From an optimization exercise on the open Yosys and OpenROAD flow, aimed at small area, a short achievable clock period and few clock cycles per item; shortcuts taken in it are not production practice. The RTL was checked by simulation tests, not by an equivalence proof against the original design. Power figures rest on the tool's default switching activity, not on a simulated workload.

--- config.mk ---
export PLATFORM = sky130hd
export DESIGN_NAME = bellmanFordTop
export DESIGN_NICKNAME = bellmanFordTop
export VERILOG_FILES = /design/flow/design.v
export SDC_FILE = /design/flow/constraint.sdc
export NUM_CORES = 4
export LEC_CHECK = 0
export CAP_MARGIN = 20
export CORE_MARGIN = 2
export CORE_UTILIZATION = 40
export SLEW_MARGIN = 20
--- constraint.sdc ---
create_clock -name core_clock -period 8.0 [get_ports {clock}]
set_input_delay 1.6000 -clock core_clock [delete_from_list [all_inputs] [get_ports {clock}]]
set_output_delay 1.6000 -clock core_clock [all_outputs]
set_load 0.01 [all_outputs]
--- design.v ---
package bellmanFordPkg;
    typedef logic [8-1:0] nodeId_t;
    typedef logic signed [8-1:0] weight_t;
    typedef logic signed [16-1:0] distance_t;
    typedef logic [13-1:0] graphAddress_t;
    typedef logic [128-1:0] graphLine_t;
endpackage
module distanceTable (
    input  logic                      clock,
    input  logic                      reset,
    input  logic                      initialize,
    input  bellmanFordPkg::nodeId_t   initNode,
    input  logic                      writeEnable,
    input  bellmanFordPkg::nodeId_t   writeNode,
    input  bellmanFordPkg::nodeId_t   writePredecessor,
    input  bellmanFordPkg::distance_t writeDistance,
    input  bellmanFordPkg::nodeId_t   scanNode,
    output logic                      scanReached,
    output bellmanFordPkg::distance_t scanDistance,
    input  bellmanFordPkg::nodeId_t   relaxNode,
    output logic                      relaxReached,
    output bellmanFordPkg::distance_t relaxDistance,
    input  bellmanFordPkg::nodeId_t   pathNode,
    output logic                      pathReached,
    output bellmanFordPkg::distance_t pathDistance,
    output bellmanFordPkg::nodeId_t   pathPredecessor
);
    localparam int indexWidth = $clog2(32);
    logic                      reached [32];
    bellmanFordPkg::distance_t distance [32];
    bellmanFordPkg::nodeId_t   predecessor [32];
    always_ff @(posedge clock)
    begin
        if (reset || initialize)
        begin
            for (int i = 0; i < 32; i++)
                reached[i] <= 1'b0;
        end
        if (!reset && initialize)
        begin
            reached[initNode[indexWidth-1:0]] <= 1'b1;
            distance[initNode[indexWidth-1:0]] <= '0;
            predecessor[initNode[indexWidth-1:0]] <= initNode;
        end
        else if (!reset && writeEnable)
        begin
            reached[writeNode[indexWidth-1:0]] <= 1'b1;
            distance[writeNode[indexWidth-1:0]] <= writeDistance;
            predecessor[writeNode[indexWidth-1:0]] <= writePredecessor;
        end
    end
    assign scanReached = reached[scanNode[indexWidth-1:0]];
    assign scanDistance = distance[scanNode[indexWidth-1:0]];
    assign relaxReached = reached[relaxNode[indexWidth-1:0]];
    assign relaxDistance = distance[relaxNode[indexWidth-1:0]];
    assign pathReached = reached[pathNode[indexWidth-1:0]];
    assign pathDistance = distance[pathNode[indexWidth-1:0]];
    assign pathPredecessor = predecessor[pathNode[indexWidth-1:0]];
endmodule
module adjacencyFetch (
    input  logic                          clock,
    input  logic                          reset,
    input  logic                          fetchStart,
    input  bellmanFordPkg::nodeId_t       fetchNode,
    input  bellmanFordPkg::nodeId_t       nodeCount,
    output logic                          graphReadEnable,
    output bellmanFordPkg::graphAddress_t graphAddress,
    input  bellmanFordPkg::graphLine_t    graphData,
    output logic                          edgeValid,
    output bellmanFordPkg::nodeId_t       edgeNode,
    output bellmanFordPkg::weight_t       edgeWeight,
    output logic                          fetchDone
);
    localparam int pairWidth = 8 + 8;
    typedef enum logic [2:0] {
        stateIdle,
        stateIndexWait,
        stateIndex,
        stateLineWait,
        stateLine,
        stateEmit,
        stateDone
    } fetchState_t;
    fetchState_t                state;
    bellmanFordPkg::graphLine_t pairBuffer;
    bellmanFordPkg::nodeId_t    linksLeft;
    bellmanFordPkg::nodeId_t    pairsLeft;
    bellmanFordPkg::nodeId_t    linkTotal;
    bellmanFordPkg::nodeId_t    linePairs;
    bellmanFordPkg::nodeId_t    lineCapacity;
    logic                       firstLine;
    always_comb
    begin
        lineCapacity = firstLine ? bellmanFordPkg::nodeId_t'(7)
                                 : bellmanFordPkg::nodeId_t'(8);
        linkTotal = firstLine ? graphData[119:112] : linksLeft;
        linePairs = (linkTotal < lineCapacity) ? linkTotal : lineCapacity;
    end
    always_ff @(posedge clock)
    begin
        if (reset)
        begin
            state <= stateIdle;
            graphReadEnable <= 1'b0;
            edgeValid <= 1'b0;
            fetchDone <= 1'b0;
        end
        else
        begin
            graphReadEnable <= 1'b0;
            edgeValid <= 1'b0;
            fetchDone <= 1'b0;
            case (state)
                stateIdle:
                begin
                    if (fetchStart)
                    begin
                        graphReadEnable <= 1'b1;
                        graphAddress <= bellmanFordPkg::graphAddress_t'(fetchNode);
                        state <= stateIndexWait;
                    end
                end
                stateIndexWait:
                    state <= stateIndex;
                stateIndex:
                begin
                    graphReadEnable <= 1'b1;
                    graphAddress <= graphData[13-1:0];
                    firstLine <= 1'b1;
                    state <= stateLineWait;
                end
                stateLineWait:
                    state <= stateLine;
                stateLine:
                begin
                    linksLeft <= linkTotal;
                    pairsLeft <= linePairs;
                    pairBuffer <= firstLine ? graphData << pairWidth : graphData;
                    firstLine <= 1'b0;
                    if (linkTotal == '0)
                    begin
                        fetchDone <= 1'b1;
                        state <= stateIdle;
                    end
                    else
                        state <= stateEmit;
                end
                stateEmit:
                begin
                    edgeValid <= 1'b1;
                    edgeNode <= pairBuffer[128-1 -: 8];
                    edgeWeight <= pairBuffer[128-8-1 -: 8];
                    pairBuffer <= pairBuffer << pairWidth;
                    pairsLeft <= pairsLeft - 1'b1;
                    linksLeft <= linksLeft - 1'b1;
                    if (linksLeft == 8'd1)
                        state <= stateDone;
                    else if (pairsLeft == 8'd1)
                    begin
                        graphReadEnable <= 1'b1;
                        graphAddress <= graphAddress + 1'b1;
                        state <= stateLineWait;
                    end
                end
                stateDone:
                begin
                    fetchDone <= 1'b1;
                    state <= stateIdle;
                end
                default:
                    state <= stateIdle;
            endcase
        end
    end
endmodule
module edgeRelaxer (
    input  logic                      clock,
    input  logic                      reset,
    input  logic                      edgeValid,
    input  bellmanFordPkg::nodeId_t   edgeNode,
    input  bellmanFordPkg::weight_t   edgeWeight,
    input  bellmanFordPkg::nodeId_t   sourceNode,
    input  bellmanFordPkg::distance_t sourceDistance,
    output bellmanFordPkg::nodeId_t   relaxNode,
    input  logic                      relaxReached,
    input  bellmanFordPkg::distance_t relaxDistance,
    output logic                      writeEnable,
    output bellmanFordPkg::nodeId_t   writeNode,
    output bellmanFordPkg::nodeId_t   writePredecessor,
    output bellmanFordPkg::distance_t writeDistance,
    output logic                      relaxerIdle
);
    logic                      stageValid;
    bellmanFordPkg::nodeId_t   stageNode;
    bellmanFordPkg::distance_t stageCandidate;
    logic                      targetReached;
    bellmanFordPkg::distance_t targetDistance;
    logic                      improves;
    assign relaxNode = stageNode;
    assign relaxerIdle = !stageValid && !writeEnable;
    always_comb
    begin
        if (writeEnable && writeNode == stageNode)
        begin
            targetReached = 1'b1;
            targetDistance = writeDistance;
        end
        else
        begin
            targetReached = relaxReached;
            targetDistance = relaxDistance;
        end
        improves = stageValid && (!targetReached || stageCandidate < targetDistance);
    end
    always_ff @(posedge clock)
    begin
        if (reset)
        begin
            stageValid <= 1'b0;
            writeEnable <= 1'b0;
        end
        else
        begin
            stageValid <= edgeValid;
            writeEnable <= improves;
        end
    end
    always_ff @(posedge clock)
    begin
        if (edgeValid)
        begin
            stageNode <= edgeNode;
            stageCandidate <= sourceDistance + bellmanFordPkg::distance_t'(edgeWeight);
        end
        if (improves)
        begin
            writeNode <= stageNode;
            writeDistance <= stageCandidate;
            writePredecessor <= sourceNode;
        end
    end
endmodule
module passController (
    input  logic                      clock,
    input  logic                      reset,
    input  logic                      start,
    input  bellmanFordPkg::nodeId_t   source,
    input  bellmanFordPkg::nodeId_t   destination,
    input  bellmanFordPkg::nodeId_t   nodeCount,
    output logic                      busy,
    output logic                      finish,
    output logic                      negCycle,
    output logic                      initialize,
    output bellmanFordPkg::nodeId_t   initNode,
    output bellmanFordPkg::nodeId_t   scanNode,
    input  logic                      scanReached,
    input  bellmanFordPkg::distance_t scanDistance,
    output logic                      fetchStart,
    output bellmanFordPkg::nodeId_t   fetchNode,
    output bellmanFordPkg::nodeId_t   sourceNode,
    output bellmanFordPkg::distance_t sourceDistance,
    input  logic                      fetchDone,
    input  logic                      relaxerIdle,
    input  logic                      updated,
    output logic                      walkStart,
    output bellmanFordPkg::nodeId_t   walkSource,
    output bellmanFordPkg::nodeId_t   walkDestination,
    input  logic                      pathDone
);
    typedef enum logic [2:0] {
        stateIdle,
        stateInit,
        stateScan,
        stateWaitFetch,
        stateWaitRelax,
        stateEndPass,
        stateWalk,
        stateFinish
    } passState_t;
    passState_t              state;
    bellmanFordPkg::nodeId_t sourceReg;
    bellmanFordPkg::nodeId_t destinationReg;
    bellmanFordPkg::nodeId_t nodeCountReg;
    bellmanFordPkg::nodeId_t currentNode;
    bellmanFordPkg::nodeId_t passCount;
    logic                    passUpdated;
    logic                    advance;
    assign busy = state != stateIdle;
    assign finish = state == stateFinish;
    assign initialize = state == stateInit;
    assign initNode = sourceReg;
    assign scanNode = currentNode;
    assign fetchStart = state == stateScan && scanReached;
    assign fetchNode = currentNode;
    assign sourceNode = currentNode;
    assign walkStart = state == stateEndPass && !passUpdated;
    assign walkSource = sourceReg;
    assign walkDestination = destinationReg;
    assign advance = (state == stateScan && !scanReached)
                  || (state == stateWaitRelax && relaxerIdle);
    always_ff @(posedge clock)
    begin
        if (reset)
        begin
            state <= stateIdle;
            negCycle <= 1'b0;
            passUpdated <= 1'b0;
        end
        else
        begin
            if (updated)
                passUpdated <= 1'b1;
            case (state)
                stateIdle:
                begin
                    if (start)
                    begin
                        sourceReg <= source;
                        destinationReg <= destination;
                        nodeCountReg <= nodeCount;
                        negCycle <= 1'b0;
                        state <= stateInit;
                    end
                end
                stateInit:
                begin
                    currentNode <= 8'd1;
                    passCount <= 8'd1;
                    passUpdated <= 1'b0;
                    state <= stateScan;
                end
                stateScan:
                begin
                    sourceDistance <= scanDistance;
                    if (scanReached)
                        state <= stateWaitFetch;
                end
                stateWaitFetch:
                begin
                    if (fetchDone)
                        state <= stateWaitRelax;
                end
                stateEndPass:
                begin
                    if (!passUpdated)
                        state <= stateWalk;
                    else if (passCount == nodeCountReg)
                    begin
                        negCycle <= 1'b1;
                        state <= stateFinish;
                    end
                    else
                    begin
                        passCount <= passCount + 1'b1;
                        currentNode <= 8'd1;
                        passUpdated <= 1'b0;
                        state <= stateScan;
                    end
                end
                stateWalk:
                begin
                    if (pathDone)
                        state <= stateFinish;
                end
                stateFinish:
                    state <= stateIdle;
                default:
                    ;
            endcase
            if (advance)
            begin
                if (currentNode == nodeCountReg)
                    state <= stateEndPass;
                else
                begin
                    currentNode <= currentNode + 1'b1;
                    state <= stateScan;
                end
            end
        end
    end
endmodule
module pathWriter (
    input  logic                          clock,
    input  logic                          reset,
    input  logic                          walkStart,
    input  bellmanFordPkg::nodeId_t       walkSource,
    input  bellmanFordPkg::nodeId_t       walkDestination,
    output bellmanFordPkg::nodeId_t       pathNode,
    input  logic                          pathReached,
    input  bellmanFordPkg::distance_t     pathDistance,
    input  bellmanFordPkg::nodeId_t       pathPredecessor,
    output logic                          outWriteEnable,
    output bellmanFordPkg::graphAddress_t outAddress,
    output bellmanFordPkg::distance_t     outData,
    output logic                          pathDone
);
    typedef enum logic [1:0] {stateIdle, stateHead, stateNodes, stateEnd} walkState_t;
    walkState_t                    state;
    bellmanFordPkg::nodeId_t       currentNode;
    bellmanFordPkg::nodeId_t       sourceReg;
    bellmanFordPkg::nodeId_t       steps;
    bellmanFordPkg::graphAddress_t nextAddress;
    assign pathNode = currentNode;
    always_ff @(posedge clock)
    begin
        if (reset)
        begin
            state <= stateIdle;
            outWriteEnable <= 1'b0;
            pathDone <= 1'b0;
        end
        else
        begin
            outWriteEnable <= state != stateIdle;
            pathDone <= 1'b0;
            case (state)
                stateIdle:
                begin
                    if (walkStart)
                        state <= stateHead;
                end
                stateHead:
                begin
                    pathDone <= !pathReached;
                    state <= pathReached ? stateNodes : stateIdle;
                end
                stateNodes:
                begin
                    if (currentNode == sourceReg)
                        state <= stateEnd;
                end
                default:
                begin
                    pathDone <= 1'b1;
                    state <= stateIdle;
                end
            endcase
        end
    end
    always_ff @(posedge clock)
    begin
        case (state)
            stateIdle:
            begin
                currentNode <= walkDestination;
                sourceReg <= walkSource;
                steps <= '0;
                nextAddress <= '0;
            end
            stateHead:
                outData <= pathReached ? pathDistance : 16'hFFFF;
            stateNodes:
            begin
                outData <= bellmanFordPkg::distance_t'(currentNode);
                currentNode <= pathPredecessor;
                steps <= steps + 1'b1;
            end
            default:
                outData <= 16'hFFFF;
        endcase
        if (state != stateIdle)
        begin
            outAddress <= nextAddress;
            nextAddress <= nextAddress + 1'b1;
        end
    end
endmodule
module bellmanFordTop (
    input  logic                          clock,
    input  logic                          reset,
    input  logic                          start,
    input  bellmanFordPkg::nodeId_t       source,
    input  bellmanFordPkg::nodeId_t       destination,
    input  bellmanFordPkg::nodeId_t       nodeCount,
    output logic                          graphReadEnable,
    output bellmanFordPkg::graphAddress_t graphAddress,
    input  bellmanFordPkg::graphLine_t    graphData,
    output logic                          outWriteEnable,
    output bellmanFordPkg::graphAddress_t outAddress,
    output bellmanFordPkg::distance_t     outData,
    output logic                          busy,
    output logic                          finish,
    output logic                          negCycle
);
    logic                      initialize;
    bellmanFordPkg::nodeId_t   initNode;
    logic                      writeEnable;
    bellmanFordPkg::nodeId_t   writeNode;
    bellmanFordPkg::nodeId_t   writePredecessor;
    bellmanFordPkg::distance_t writeDistance;
    bellmanFordPkg::nodeId_t   scanNode;
    logic                      scanReached;
    bellmanFordPkg::distance_t scanDistance;
    bellmanFordPkg::nodeId_t   relaxNode;
    logic                      relaxReached;
    bellmanFordPkg::distance_t relaxDistance;
    bellmanFordPkg::nodeId_t   pathNode;
    logic                      pathReached;
    bellmanFordPkg::distance_t pathDistance;
    bellmanFordPkg::nodeId_t   pathPredecessor;
    logic                      fetchStart;
    bellmanFordPkg::nodeId_t   fetchNode;
    logic                      fetchDone;
    logic                      edgeValid;
    bellmanFordPkg::nodeId_t   edgeNode;
    bellmanFordPkg::weight_t   edgeWeight;
    bellmanFordPkg::nodeId_t   sourceNode;
    bellmanFordPkg::distance_t sourceDistance;
    logic                      relaxerIdle;
    logic                      walkStart;
    bellmanFordPkg::nodeId_t   walkSource;
    bellmanFordPkg::nodeId_t   walkDestination;
    logic                      pathDone;
    distanceTable distances (.*);
    adjacencyFetch fetch (.*);
    edgeRelaxer relaxer (.*);
    passController controller (.*, .updated(writeEnable));
    pathWriter writer (.*);
endmodule
--- run.sh ---
#!/bin/bash
# synth_recipe.tcl (not shown) runs the flow's synth.tcl, then flattens the netlist and writes it again
# the make line also repeats each setting of config.mk as NAME=value (left out here)
make -C /OpenROAD-flow-scripts/flow DESIGN_CONFIG=/design/flow/config.mk WORK_HOME=/design/flow/orfs CLKGATE_MAP_FILE= SYNTH_SCRIPT=/design/flow/synth_recipe.tcl finish
==> notes.md <==
-- synth_stat cells, types with 5 or more instances --
library cell  number
buf_1             27
inv_1             37
xor2_1            25
a31oi_1            9
nor2_1            97
and2_1            38
dfxtp_1           77
nor4_1             5
nand3b_1           5
nand3_1           47
a211oi_1           9
o21ai_1            9
a21o_1            35
buf_4             11
a21oi_1           63
xnor2_1           47
clkbuf_1         155
mux2_2            41
nand2_1          210
o211ai_1           6
buf_2             33
nand2b_1          11
mux2i_1          171
ha_1              47
and3_1             7
edfxtp_1        1099
a22o_1             5
nor2b_1           10
nor3_1            46
nand4_1           12
mux4_2           584
or3_1             11
o21ai_0          180
-- power by group --
group	internal, W	total [W]	switching [W]
logic	0.00134	0.00296	0.00162
clock network	0.00327	0.00581	0.00254
registers	0.00689	0.00708	0.000191
total	0.0115	0.0158	0.00435
-- per-stage QoR --
stage | total power (W) | cell area (um2)
final | 0.0158 | 65300
after global routing | 0.0163 | 65300
after CTS | 0.0160 | 65200
after detailed placement | 0.0102 | 61200
after global placement | 0.0102 | 61100
after floorplan | 0.00920 | 56600
-- how the worst min path moves through the flow --
stage,depth (start not counted),slack (ps),to,start
after floorplan,0,400,fetch.edgeNode[0],fetch.pairBuffer[120]
after detailed placement,0,400,fetch.edgeWeight[1],fetch.pairBuffer[113]
after global routing,0,400,fetch.edgeNode[7],fetch.pairBuffer[127]
after CTS,0,400,fetch.edgeNode[7],fetch.pairBuffer[127]
final,0,400,fetch.edgeNode[7],fetch.pairBuffer[127]
after global placement,0,400,fetch.edgeWeight[1],fetch.pairBuffer[113]
-- registers in the layout (all words and copies together) (netlist names), 16 cells and up, named ones only --
name                       cells
distances.distance           512
distances.predecessor        256
fetch.pairBuffer             128
distances.reached             32
controller.sourceDistance     16
relaxer.stageCandidate        16
relaxer.writeDistance         16
writer.outData                16
-- cells in the final DEF (no fill, tap or decap), types with 32 or more instances in the layout --
master and n:
xnor2_1 47, edfxtp_1 1099, nor2_1 86, dfxtp_1 67, clkbuf_16 123, buf_4 86, ha_1 47, and2_1 32
mux4_2 584, mux2i_1 171, inv_1 36, nand2_1 209, a21oi_1 63, a21o_1 35, clkdlybuf4s50_1 200, mux2_2 41
o21ai_0 179, nand3_1 47
-- per-layer routing --
layer  wire length [um]  up-vias  global-route usage, %
li1                   -    13700                      -
met1              66900    17300                   31.1
met4               5770        0                   8.16
met5                  0        -                      0
met3              11800      254                   3.79
met2              79200     1386                   36.1
-- critical path, stage by stage, from the launching register on --
cell       delay (ps)
dfxtp_4           930
buf_4             430
mux4_2            340
mux4_2            470
mux2i_1           330
nand2_1            90
o21ai_0           100
ha_1              270
a21o_1            160
a2111oi_0         640
or2_2             240
o2111ai_1         180
a31oi_4           860
buf_4             360
-- cell families after synthesis --
| kind of cell | Yosys count | synth area share (%) |
|---|---|---|
| compound gates | 358 | 3.69 |
| xor+xnor | 72 | 1.11 |
| fa+ha+maj | 48 | 1.07 |
| buf+inv | 266 | 1.94 |
| flops | 1176 | 61.0 |
| mux | 797 | 27.1 |
| simple gates | 510 | 4.10 |
-- final cells by class --
class                   count  area share [%]
diodes                      1         0.00383
clock buffers             160            5.02
clock inverters            70            1.23
inverters                  38           0.218
multi-input cells        1785            32.5
flip-flops and latches   1176            52.9
well taps                1890            3.62
repair buffers            299            4.44
==> flow_summary.toml <==
[die]
start_util_pct = 40.1
fp.dieArea_mm2 = 0.145
die_y_um = 380
row_count = 138
core_mm2 = 0.141
io-pin-count = 202
die_w_um = 380

[clock_tree]
postCtsHoldBufs = 0
cts_made_buffers = 121
clkLatencyLatePin_ps = 780
cts_tree = "yes"
post_cts_resized = 0
clockRootBuffer = "clkbuf_16"
clkSlewWorstSetupHoldPaths_ps = 60
cts.sinks = 1176
clockBufferDepth = 3
cts.htree.levels = 3
cts_setup_buffers = 0

[cells_and_area]
drive_gt1_share_pct = 27.7
nNetsFinal = 3624
fillers = 11900
instances_no_fill = 5419
final_core_util_pct = 46.3
multiInputGateArea_mm2 = 0.0212
syn2layout_area_growth_pct = 15.3
regArea_mm2 = 0.0346

[drt]
dr_total_vias = 32600
dr.pass1.iters = 5
drc = 0
ant_nets = 0
vias_per_cell = 6.02
wire_per_inst_um = 30.2
wl_um = 164000
drt-initial-drc-count = 3536

[placement]
port_buffers = 201
hpwl_um = 103000
place_inst = 5186
pre_cts_ws_ps = 2020
gp_congestion = 0.836

[worst_setup_path]
critPathMaxFanout = 54
ff2ff_path_depth = 13
critPathRequiredTime_ps = 8470
critical_path_class = "reg2reg"
endpoint_kind = "flip-flop"
crit_end = "relaxer.writeDistance[14]"
cp_data_arrival_time_ps = 6210
critPathLaunchType = "flip-flop"
reg2reg_slack_ps = 2260
r2r-end = "relaxer.writeDistance[14]"

[sta]
period_needed_ps = 5740
holdWs_ps = 404
finalSetupTns_ps = 0
max_freq_ghz = 0.174
tightest_slew_ps = 1210
finalSetupViolCount = 0
rsz0062_at_grt = "no"
layout_setup_ws_ps = 2260
timing.slew.headroom_pct = 19.2
drv_slew = 0
hold_viol = 0
fin_skew_ps = 66.5
min_period_over_period_pct = 71.8

[global_routing]
grt_overflow = 0
antenna_found_initial = 1
grt_usage_pct = 22.5
grt_pass1_vias = 32200
grt_max_degree = 122
grt_pass1_wl_um = 235000

[yosys]
yosysTopAreaCell = "edfxtp_1"
ys.flop_type = "edfxtp_1"
async_flop_share_pct = 0
syn_nets = 3430
synth_edf_count = 1099
ys_warn_count = 5
ys_ff_latch = 1176
syn_area_mm2 = 0.0566
ys_top_cells_by_area = "edfxtp_1 58%, mux4_2 23%, mux2i_1 3.0%, dfxtp_1 2.7%, o21ai_0 1.6%"
syn_avg_cell_area_um2 = 17.5
synth_cell_types = 67
ys_seq_area_share_pct = 61.0
synth_cells = 3227
synth_top_cell_area_share_pct = 58.3

[run]
drv_cap = 0

[power_and_ir_drop]
p_per_area_mw_per_mm2 = 243
ir_drop_v = 0.000228
p_leak_nw = 22.1

[status]
outcome = "complete, no violations"

[min_path]
hold_class = "reg2reg"
Testbench counts, summed over its fixed seeds: cycles 99,437, queries 96.

-- afterwards: timing with drivers on the ports --
In the flow no input, the clock included, has a driving cell. The finished layout below was timed again as built, in two steps. Step 1 assumes that a clkbuf_16 drives the clock port and a buf_2 every other input. Step 2 times the ports against the registers' clock, not the clock port: input delays grow and output delays shrink by t, the midpoint of the rising clock arrivals with the driver on. Slacks: no drivers / after step 1 / after step 2; pairs: no drivers / after step 1.
t (ns): 0.823
slack for setup (ns): 2.257 / 2.257 / 2.257
worst setup path after step 2: register to register
worst slew at a driven data input, ns: 0.11
cell pins on the clock port's net: 1
After both steps setup and hold are still met in this run. The setup slack of this run moves by 0.000 ns with the drivers and by 0.000 ns with both steps.
